This design comes from an exercise in tuning for small area, a short achievable clock period and few clock cycles per item on the open sky130 flow, not from production work. Function was not checked in any run shown here: the RTL went through the layout flow alone.

--- design/flow/config.mk ---
export PLATFORM = sky130hd
export DESIGN_NAME = temperature_calculator
export DESIGN_NICKNAME = temperature_calculator
export VERILOG_FILES = /design/flow/design.v
export SDC_FILE = /design/flow/constraint.sdc
export NUM_CORES = 4
export LEC_CHECK = 0
export CAP_MARGIN = 20
export CORE_MARGIN = 2
export CORE_UTILIZATION = 40
export SLEW_MARGIN = 20
--- design/flow/constraint.sdc ---
create_clock -name core_clock -period 8.5 [get_ports {clk}]
set_input_delay 1.7000 -clock core_clock [delete_from_list [all_inputs] [get_ports {clk}]]
set_output_delay 1.7000 -clock core_clock [all_outputs]
set_load 0.01 [all_outputs]
--- design/flow/design.v ---
module tc_ks_add #(
  parameter int W = 16
) (
  input  logic [W-1:0] a,
  input  logic [W-1:0] b,
  input  logic         ci,
  output logic [W-1:0] s,
  output logic         co
);
  logic [W-1:0] p0, g, p;
  always_comb begin
    p0 = a ^ b;
    g  = a & b;
    g[0] = g[0] | (p0[0] & ci);
    p  = p0;
    for (int d = 1; d < W; d = d * 2) begin
      for (int i = W - 1; i >= d; i--) begin
        g[i] = g[i] | (p[i] & g[i-d]);
        p[i] = p[i] & p[i-d];
      end
    end
    s = p0 ^ {g[W-2:0], ci};
    co = g[W-1];
  end
endmodule
module temperature_calculator (
  input  logic               clk,
  input  logic               rst_n,
  input  logic               start,
  input  logic [31:0]        tc_base,
  input  logic [7:0]         tc_ref,
  input  logic [15:0]        adc_data,
  output logic               busy,
  output logic               done,
  output logic               div_zero,
  output logic signed [31:0] tempc
);
  logic [31:0] p;       
  logic [15:0] r;       
  logic [17:0] x;       
  logic [16:0] m3;      
  logic [15:0] a;       
  logic [7:0]  hl;      
  logic [5:0]  kb;      
  logic [3:0]  sh;      
  logic [3:0]  cnt;     
  logic [2:0]  sa, sb;  
  logic        ph;      
  logic        first;   
  logic        second;  
  logic        last;    
  logic        sgn;
  logic        ovf;     
  assign tempc = p;
  function automatic logic [2:0] onehot3(input logic [1:0] v);
    onehot3 = {v == 2'd3, v == 2'd2, v == 2'd1};
  endfunction
  logic [14:0] mag_in;
  logic [5:0]  bl_base;
  logic [3:0]  sref;
  logic [3:0]  rh_in, rl_in;
  logic        base_zero, ref_zero, mag_zero;
  logic [31:0] p_in;
  logic [16:0] m3_in;
  assign mag_in    = adc_data[14:0];
  assign rh_in     = tc_ref[7:4];
  assign rl_in     = tc_ref[3:0];
  assign base_zero = (tc_base == 32'd0);
  assign ref_zero  = (tc_ref == 8'd0);
  assign mag_zero  = (mag_in == 15'd0);
  tc_ks_add #(.W(17)) u_m3 (.a({2'd0, mag_in}), .b({1'd0, mag_in, 1'b0}), .ci(1'b0), .s(m3_in), .co());
  always_comb begin
    bl_base = 6'd0;
    for (int i = 0; i < 32; i++) if (tc_base[i]) bl_base = 6'(i + 1);
    if      (tc_ref >= 8'd182) sref = 4'd0;
    else if (tc_ref >= 8'd128) sref = 4'd1;
    else if (tc_ref >= 8'd91)  sref = 4'd2;
    else if (tc_ref >= 8'd64)  sref = 4'd3;
    else if (tc_ref >= 8'd46)  sref = 4'd4;
    else if (tc_ref >= 8'd32)  sref = 4'd5;
    else if (tc_ref >= 8'd23)  sref = 4'd6;
    else if (tc_ref >= 8'd16)  sref = 4'd7;
    else if (tc_ref >= 8'd12)  sref = 4'd8;
    else if (tc_ref >= 8'd8)   sref = 4'd9;
    else if (tc_ref >= 8'd6)   sref = 4'd10;
    else if (tc_ref >= 8'd4)   sref = 4'd11;
    else if (tc_ref >= 8'd3)   sref = 4'd12;
    else if (tc_ref >= 8'd2)   sref = 4'd13;
    else                       sref = 4'd15;
    if (ref_zero)
      p_in = mag_zero ? 32'd0 : (adc_data[15] ? 32'h8000_0001 : 32'h7FFF_FFFF);
    else
      p_in = tc_base;
  end
  logic [16:0] pp0, pp1;
  logic [18:0] o1, o2, o3, cs, cc, s;
  always_comb begin
    for (int i = 0; i < 17; i++) begin
      pp0[i] = (sa[0] & (i < 15 ? x[i] : 1'b0)) | (sa[1] & (i >= 1 && i < 16 ? x[i-1] : 1'b0))
             | (sa[2] & m3[i]);
      pp1[i] = (sb[0] & (i < 15 ? x[i] : 1'b0)) | (sb[1] & (i >= 1 && i < 16 ? x[i-1] : 1'b0))
             | (sb[2] & m3[i]);
    end
    o1 = {4'b0, first ? 15'd0 : r[14:0]};
    o2 = {2'b0, pp0};
    o3 = {pp1, 2'b0};
    cs = o1 ^ o2 ^ o3;
    cc = (o1 & o2) | (o1 & o3) | (o2 & o3);
  end
  tc_ks_add #(.W(19)) u_mul (.a(cs), .b({cc[17:0], 1'b0}), .ci(1'b0), .s(s), .co());
  logic [17:0] bsum;
  tc_ks_add #(.W(18)) u_b (.a({2'd0, a}), .b(second ? {5'd0, hl, 5'd0} : {1'b0, a, 1'b0}),
                           .ci(1'b0), .s(bsum), .co());
  logic [6:0] k_raw;
  logic [3:0] nst;
  assign k_raw = {1'b0, kb} + {3'd0, sh};
  always_comb begin
    if (k_raw > 7'd28)       nst = 4'd8;
    else if (k_raw <= 7'd12) nst = 4'd3;
    else                     nst = 4'((k_raw + 7'd3) >> 2);
  end
  logic [17:0] t;
  logic [18:0] d1, d2, d3;
  assign t  = {r, p[31:30]};
  assign d1 = {1'b0, t} - {3'b0, a};
  assign d2 = {1'b0, t} - {2'b0, a, 1'b0};
  assign d3 = {1'b0, t} - {1'b0, x};
  logic [1:0]  dig;
  logic [15:0] rn;
  always_comb begin
    if (!d3[18])      begin dig = 2'd3; rn = d3[15:0]; end
    else if (!d2[18]) begin dig = 2'd2; rn = d2[15:0]; end
    else if (!d1[18]) begin dig = 2'd1; rn = d1[15:0]; end
    else              begin dig = 2'd0; rn = t[15:0];  end
  end
  logic [31:0] satval, fin;
  logic [29:0] pneg;
  logic        sat;
  assign satval = sgn ? 32'h8000_0001 : 32'h7FFF_FFFF;
  assign pneg   = ~p[29:0] + 30'd1;
  assign sat    = ovf || p[29];
  always_comb begin
    if (sat)            fin = satval;
    else if (!sgn)      fin = {p[29:0], dig};
    else if (d1[18])    fin = {pneg, 2'b00};                
    else                fin = {~p[29:0], 2'(~dig + 2'd1)};
  end
  logic run;
  assign run = busy && !done;
  always_ff @(posedge clk) begin
    r <= ph ? rn : {1'b0, s[18:4]};
  end
  always_ff @(posedge clk) begin
    if (!busy) begin
      x      <= {3'd0, mag_in};
      m3     <= m3_in;
      a      <= {8'(rh_in) * 8'(rh_in), 8'(rl_in) * 8'(rl_in)};
      hl     <= tc_ref;
      kb     <= bl_base;
      sh     <= sref;
      sa     <= onehot3(tc_base[1:0]);
      sb     <= onehot3(tc_base[3:2]);
      sgn    <= adc_data[15];
      ovf    <= 1'b0;
      ph     <= 1'b0;
      first  <= 1'b1;
      second <= 1'b0;
      cnt    <= 4'd0;
    end else if (run) begin
      if (!ph) begin
        first  <= 1'b0;
        second <= first;
        cnt    <= cnt + 4'd1;
        sa     <= onehot3(p[5:4]);
        sb     <= onehot3(p[7:6]);
        if (first) begin
          hl <= 8'(hl[7:4]) * 8'(hl[3:0]);
          kb <= {2'd0, nst};
        end else if (second) begin
          a  <= bsum[15:0];
        end else if (cnt + 4'd1 == kb[3:0]) begin
          ph   <= 1'b1;
          x    <= bsum;
          cnt  <= 4'({kb[3:0], 1'b0} - 5'd1);
          last <= 1'b0;
        end
      end else begin
        cnt  <= cnt - 4'd1;
        last <= (cnt == 4'd1);
        ovf  <= ovf || (r >= a);
      end
    end
  end
  always_ff @(posedge clk or negedge rst_n) begin
    if (!rst_n) begin
      busy     <= 1'b0;
      done     <= 1'b0;
      div_zero <= 1'b0;
      p        <= 32'd0;
    end else if (!busy) begin
      busy <= start;
      if (start) begin
        div_zero <= ref_zero;
        p        <= p_in;
        done     <= base_zero || ref_zero;
      end
    end else if (done) begin
      busy <= 1'b0;
      done <= 1'b0;
    end else if (!ph) begin
      p <= {s[3:0], p[31:4]};
    end else if (last) begin
      p    <= fin;
      done <= 1'b1;
    end else begin
      p <= {p[29:0], dig};
    end
  end
endmodule
--- design/flow/flow/run.sh ---
#!/bin/bash
# Standard layout, with buf_4 port buffers and a larger setup repair margin.
export BUFFER_PORTS_ARGS="-buffer_cell sky130_fd_sc_hd__buf_4"
export SETUP_SLACK_MARGIN=6.0
bash standard.sh > standard_run.log 2>&1
--- design/flow/standard.sh ---
#!/bin/bash
# synth_recipe.tcl (not shown) runs the flow's synth.tcl, then flattens the netlist and writes it again
# the make line also repeats each setting of config.mk as NAME=value (left out here)
make -C /OpenROAD-flow-scripts/flow DESIGN_CONFIG=/design/flow/config.mk WORK_HOME=/design/flow/orfs CLKGATE_MAP_FILE= SYNTH_SCRIPT=/design/flow/synth_recipe.tcl "${@:-finish}"
==> results by group, run 1 <==
Run status
  – Status: no timing/DRC/antenna violations

Min path
  – Hold Path End: x[15]
  – Min-delay worst type: flip-flop to flip-flop
  – Hold Path Stages: 2
  – Worst hold start: x[15]

Synth
  – Main synth FF type: edfxtp_1
  – Synth Area per Inst: 8.06 um2
  – Synth Area in XOR/XNOR: 5.81%
  – Post-synth ARST share: 25.7%
  – Distinct cells, synth: 82
  – Multiplexer area fraction after synthesis: 0.935%
  – Cell count after synthesis: 1776
  – Post-synthesis sequential area ratio: 25.4%
  – Compound-gate portion of the synthesized area: 25.8%
  – Simple-gate portion of the synthesized area: 19.5%
  – Post-Syn Nets: 2013
  – Warnings, synthesis: 4
  – Netlist Area Pre-Place: 0.0143 mm2
  – EDFF count, synth: 74
  – Flops & latches, synth: 136
  – Largest family of logic cells by synthesized area: compound AO/OA/AOI/OAI gates
  – Post-Synth Adder-Cell Area: 16.9%

Placed design
  – Detail Placement HPWL: 35800 um
  – Placed Area: 0.0160 mm2
  – Placer Congestion: 0.953
  – Port bufs: 93

Floorplanning
  – Die W: 193 um
  – Initial Util: 40.4%
  – Top Ports: 94
  – Core box area: 0.0354 mm2
  – Die area: 0.0373 mm2
  – Standard-cell row count: 69
  – Die Height: 193 um

Timing
  – Worst-Margin Slew: 1080 ps
  – Tcrit/Tclk final: 46.9%
  – Hold Fails Final Rpt: 0
  – Hold WS: 467 ps
  – Unrepaired setup endpoints after global routing: yes
  – Worst rel slew slack: 27.9%
  – Final setup vio count: 0
  – Tmin final: 3980 ps
  – Fmax: 251 MHz
  – Clk_skew: 16.3 ps
  – Slew Viols, Final: 0
  – Final setup TNS: 0 ps

Route
  – DRC Markers: 0
  – Antenna Nets Post-Route: 0
  – DR vias: 15.5k
  – Drt initial violations: 1853
  – TritonRoute pass-1 iters: 7
  – Wire length per cell: 22.1 um
  – WL final: 55900 um
  – Vias per inst: 6.14

Final layout
  – Most frequent cells in the layout: buf_4 (195), nand2_1 (148), nor2_1 (137), ha_1 (123), buf_6 (108)
  – Final core occ: 58.3%
  – Diodes inserted: 0
  – Proportion of layout cells with a drive suffix above 1: 35.2%
  – Nets: 2290
  – Final instance area: 0.0207 mm2
  – Synth-to-Final Area Change: 44.3%
  – Commonest non-fill, non-tap cell in the layout: buf_4

Critical path
  – R2r endpoint: r[13]
  – Worst Setup SP: sa[0]
  – Slowest CP cell: fa_2
  – Top Family by Delay on Critical Path: compound AO/OA/AOI/OAI gates
  – CP required: 8790 ps
  – Worst-path cell chain: buf_6 -> buf_6 -> a222oi_1 -> inv_1 -> ha_4 -> ha_4 -> fa_2 -> a211oi_4 -> o21ai_2 -> a221oi_4 -> a21oi_2 -> a41o_1 -> or4_4 -> o311ai_2 -> xor2_1 -> o221ai_1
  – Crit path buffers/inverters: 3
  – Type of the worst setup path: flip-flop to flip-flop
  – Slack of the worst reg-to-reg path: 4520 ps
  – Critical register-to-register path startpoint: sa[0]
  – Crit end category: flip-flop
  – Crit Path Max Fanout: 7
  – CP Launch Type: flip-flop
  – CP arrival: 4270 ps
  – CP peak stage delay: 420 ps
  – R2R depth: 16

Clock tree
  – H-tree Lvls: 4
  – Worst skew pair latency: 440 ps
  – Total CTS buffers: 17
  – Clk Tree Root Cell: clkbuf_16
  – CTS tree: yes
  – Reg clk slew, reported paths: 60 ps
  – Clock sink count: 136
  – Bufs on Longest Clock Path: 2

Job
  – Max Cap Violations: 0

Global route
  – Wire length of the first global-routing pass: 81900 um
  – Initial antenna violation count: 0
  – GRT overflow: 0
  – Largest net degree at the start of global routing: 62
  – Gr usage total: 28.5%
  – Number of global-route vias before repair: 14.7k
==> state kept, by name (all words and copies together) (netlist names), 3 cells and up <==
register  cells
a            16
cnt           4
hl            8
kb            6
m3           17
p            32
r            16
sa            3
sb            3
sh            4
x            18
==> cell usage after synthesis, drive strengths merged (8+ instances only) <==
| master | count | share of area (%) |
|---|---|---|
| nand3 | 29 | 1.0 |
| or2 | 12 | 0.52 |
| o21a | 28 | 1.5 |
| buf | 12 | 0.34 |
| o311ai | 13 | 0.80 |
| nor2b | 42 | 1.8 |
| a21oi | 157 | 5.5 |
| o41ai | 8 | 0.49 |
| o31ai | 25 | 1.3 |
| nor3 | 51 | 1.8 |
| ha | 152 | 13 |
| o21bai | 8 | 0.42 |
| a21o | 32 | 1.7 |
| xor2 | 28 | 1.7 |
| o211ai | 15 | 0.79 |
| inv | 132 | 3.5 |
| a211oi | 18 | 0.94 |
| o21ai | 141 | 4.9 |
| and2 | 22 | 0.96 |
| dfxtp | 27 | 3.8 |
| or4 | 9 | 0.55 |
| nand2b | 26 | 1.1 |
| o31a | 9 | 0.55 |
| edfxtp | 74 | 16 |
| a31oi | 16 | 0.70 |
| nand2 | 159 | 4.2 |
| or3 | 16 | 0.70 |
| xnor2 | 67 | 4.1 |
| nor2 | 151 | 4.0 |
| dfrtp | 35 | 6.1 |
| mux2i | 10 | 0.70 |
| o221ai | 8 | 0.49 |
| nor4 | 22 | 1.0 |
| clkbuf | 69 | 1.8 |
| fa | 26 | 3.6 |
| a222oi | 28 | 2.0 |
==> worst min-delay path: cells and delay by family (launching register included) <==
family / cells / cell delay (ps)
flops: 1 / 310
simple gates: 1 / 50
compound gates: 1 / 60
==> timing repair <==
item	CTS	global route
pin swaps	156	158
resized for setup	314	203
setup buffers	155	71
hold buffers	0	0
setup endpoints to repair	147	149
cloned	9	1
==> worst max-delay path by stage <==
stage | cells after the start | end | slack, ps
2_1_floorplan | 10 | m3[14] | 4660
3_3_place_gp | 9 | p[21] | 4240
3_5_place_dp | 8 | p[17] | 4280
4_1_cts | 14 | r[13] | 4470
5_1_grt | 14 | r[13] | 4390
6_report | 16 | r[13] | 4520
==> per-stage QoR <==
| step | cells | worst slack, ps |
|---|---|---|
| 6_report | 2527 | 4520 |
| 5_1_grt | 2527 | 4390 |
| 4_1_cts | 2455 | 4470 |
| 3_5_place_dp | 2259 | 4280 |
| 3_3_place_gp | 2259 | 4240 |
| 2_1_floorplan | 1776 | 4660 |
==> cell type report <==
| cell class | instances | area, um2 |
|---|---|---|
| Fill cell | 2960 | 14700 |
| Multi-Input combinational cell | 1430 | 11900 |
| Sequential cell | 136 | 3680 |
| Timing Repair Buffer | 334 | 3300 |
| Tap cell | 461 | 577 |
| Inverter | 134 | 558 |
| Clock buffer | 21 | 450 |
| Clock inverter | 11 | 150 |
==> routing by layer <==
metal | vias to the layer above | wire length (um) | global-route usage [%]
met2 | 749 | 26200 | 46.8
li1 | 7080 | - | -
met4 | 0 | 1990 | 10.5
met5 | - | 0 | 0
met3 | 163 | 4240 | 4.85
met1 | 7524 | 23500 | 37.6
==> cell families (layout without fill, tap and decap cells) <==
kind of cell / Yosys count / in the layout
buf+inv: 215 / 500
fa+ha+maj: 178 / 178
mux: 13 / 13
simple gates: 572 / 576
flops: 136 / 136
compound gates: 567 / 568
xor+xnor: 95 / 95
==> run 2: changes to the inputs <==
==> design/flow/flow/run.sh (replaced) <==
#!/bin/bash
# Standard layout, with buf_4 port buffers and a larger setup repair margin.
export BUFFER_PORTS_ARGS="-buffer_cell sky130_fd_sc_hd__buf_4"
export SETUP_SLACK_MARGIN=5.5
bash standard.sh > standard_run.log 2>&1
==> results by group, run 2 <==
Critical path
  – CP peak stage delay: 440 ps
  – Type of the worst setup path: flip-flop to flip-flop
  – Critical register-to-register path startpoint: sa[0]
  – CP Launch Type: flip-flop
  – Crit Path Max Fanout: 7
  – CP required: 8800 ps
  – Worst Setup SP: sa[0]
  – Crit end category: flip-flop
  – Worst-path cell chain: buf_6 -> a222oi_1 -> inv_1 -> ha_4 -> ha_4 -> fa_2 -> a211oi_4 -> o21ai_2 -> a221oi_4 -> a21oi_2 -> a41o_1 -> or4_4 -> o311ai_4 -> xor2_1 -> o221ai_1
  – Most used cell, CP: ha_4
  – Slowest CP cell: or4_4
  – CP arrival: 4180 ps

Clock tree
  – Cts hold-fix bufs: 0
  – Reg clk slew, reported paths: 60 ps
  – Clock sink count: 136
  – Worst skew pair latency: 450 ps
  – CTS tree: yes
  – H-tree Lvls: 4
  – Total CTS buffers: 17
  – Bufs on Longest Clock Path: 2
  – Clk Tree Root Cell: clkbuf_16

Final layout
  – Filler instances: 3198
  – Proportion of layout cells with a drive suffix above 1: 28.4%
  – Commonest non-fill, non-tap cell in the layout: buf_4
  – Diodes inserted: 0
  – Register with the most flip-flops: p
  – Nets: 2204
  – Largest registers: p x32, x x18, m3 x17
  – Post-Layout Cell Count: 2441
  – Most frequent cells in the layout: buf_4 (196), nand2_1 (151), nor2_1 (140), ha_1 (130), a21oi_1 (111)
  – Register area: 0.00366 mm2
  – Final instance area: 0.0190 mm2
  – Area of the multi-input gates: 0.0114 mm2
  – Max reg flops: 32
  – Synth-to-Final Area Change: 33.0%

Global route
  – Initial antenna violation count: 1
  – Largest net degree at the start of global routing: 62
  – Number of global-route vias before repair: 14.6k
  – GRT overflow: 0
  – Gr usage total: 28.6%
  – Wire length of the first global-routing pass: 82400 um

Route
  – Vias per inst: 6.08
  – TritonRoute pass-1 iters: 8
  – DRC Markers: 0
  – Drt initial violations: 1771
  – WL final: 53200 um
  – DR vias: 14.8k
  – Antenna Nets Post-Route: 0
  – Wire length per cell: 21.8 um

Synth
  – Yosys top cell by area: edfxtp_1
  – Distinct cells, synth: 82
  – Warnings, synthesis: 4
  – Netlist Area Pre-Place: 0.0143 mm2
  – Post-synth ARST share: 25.7%
  – Flops & latches, synth: 136
  – Cell count after synthesis: 1776
  – Post-synthesis sequential area ratio: 25.4%
  – EDFF count, synth: 74
  – Main synth FF type: edfxtp_1
  – Top cell type's share of synthesized area: 15.5%
  – Synth area leaders: edfxtp_1 (16%), ha_1 (13%), dfrtp_1 (6.1%)
  – Synth Area per Inst: 8.06 um2
  – Post-Syn Nets: 2013
  – Count leader, synth: nand2_1
  – Commonest cells in the netlist: nand2_1 (159), a21oi_1 (157), ha_1 (152), nor2_1 (151), inv_1 (132)

Min path
  – Worst hold start: x[15]
  – Min-delay worst type: flip-flop to flip-flop

Run status
  – Status: no timing/DRC/antenna violations

Timing
  – Fmax: 258 MHz
  – Worst-Margin Slew: 1110 ps
  – Final setup vio count: 0
  – Final setup TNS: 0 ps
  – Unrepaired setup endpoints after global routing: yes
  – Slew Viols, Final: 0
  – Tmin final: 3870 ps
  – Tcrit/Tclk final: 45.6%
  – Worst rel slew slack: 25.3%
  – Hold Fails Final Rpt: 0
  – Clk_skew: 20.8 ps

Floorplanning
  – Top Ports: 94
  – Standard-cell row count: 69
  – Die area: 0.0373 mm2
  – Die W: 193 um
  – Initial Util: 40.4%
  – Core box area: 0.0354 mm2
  – Die Height: 193 um

Placed design
  – Port bufs: 93
  – Detail Placement HPWL: 35900 um
  – Placer Congestion: 0.942
  – Placed Area: 0.0157 mm2
  – Post-Place Cells: 2260

Job
  – Max Cap Violations: 0
-- run 2: metal layers --
layer  part of all wire (%)  vias up  wire, um  track usage [%]
met3                    7.7      130      4100             5.21
li1                       -     6904         -                -
met2                     46      647     24300             45.4
met1                     43     7150     22700             38.1
met5                      0        -         0                0
met4                    3.8        0      2010             12.4
-- run 2: kinds of logic after synthesis --
family	after synthesis	share of synthesized area (%)
AND/OR/NAND/NOR	572	19.5
AO/OA/AOI/OAI	567	25.8
buffers and inverters	215	5.67
adder cells (fa/ha/maj)	178	16.9
flip-flops	136	25.4
XOR/XNOR	95	5.81
multiplexers	13	0.935
-- run 2: worst max-delay path, delay by kind of cell, from the launching register on --
family | cells | cell delay (ps)
xor gates and xnor gates | 1 | 200
AOI/OAI and AO/OA | 8 | 1530
DFF | 1 | 390
adders and majority gates | 3 | 860
buffers and inverters | 2 | 310
and+or+nand+nor | 1 | 440
-- run 2: worst paths after layout --
kind	to	slack, ps	cells past startpoint
hold / removal	x[15]	480	2
min in group asynchronous	p[18]	1230	1
max in group asynchronous	busy	6870	1
setup reg to reg	r[13]	4630	15
hold reg to reg	x[15]	480	2
setup / recovery	r[13]	4630	15
-- run 2: cell type report --
cell class	count	share of cell area, %
Sequential cell	136	19.2
Clock buffer	18	2.25
Multi-Input combinational cell	1431	60.1
Timing Repair Buffer	247	11.6
Inverter	134	2.79
Clock inverter	14	1.07
Tap cell	461	3.03
-- run 2: metrics by stage --
step,setup slack (ps),hold WS (ps),utilization [%]
2_1_floorplan,4660,436,-
3_3_place_gp,4190,464,44.4
3_5_place_dp,4220,468,44.4
4_1_cts,4530,477,51.0
5_1_grt,4390,502,53.8
6_report,4630,479,53.8
-- run 2: timing repair --
action                                 CTS  global route
setup endpoints to repair               83            80
gates resized for setup                167           171
buffers inserted                       103            36
cloned                                  10             0
endpoints found under the hold margin    0             0
pin swaps                              111           123

==> what the ideal ports hide <==
Ports are ideal in the flow. The routed layouts listed here were re-timed in OpenROAD. Step 1: set_driving_cell puts a clkbuf_16 on clk and a buf_2 on each other input, an assumption about the parent block. Step 2 also shifts input and output timing later by t, the mid clock arrival at the registers, as if the neighbouring blocks saw the same clock. Slacks: ideal ports / drivers / drivers and shift; pairs: ideal ports / drivers.
run	shift t [ns]	setup WS [ns]	worst hold slack (ns)	clock arrival spread, ns	worst data-port slew with drivers (ns)
run 1	0.489	4.516 / 4.516 / 4.341	0.467 / 0.467 / 0.467	0.017 / 0.017	0.07
run 2	0.491	4.627 / 4.627 / 4.510	0.479 / 0.479 / 0.479	0.021 / 0.021	0.06
After both steps setup and hold are still met in every run listed. The setup slack of run 1, which loses most, moves by 0.000 ns with the drivers and by -0.175 ns with both steps.
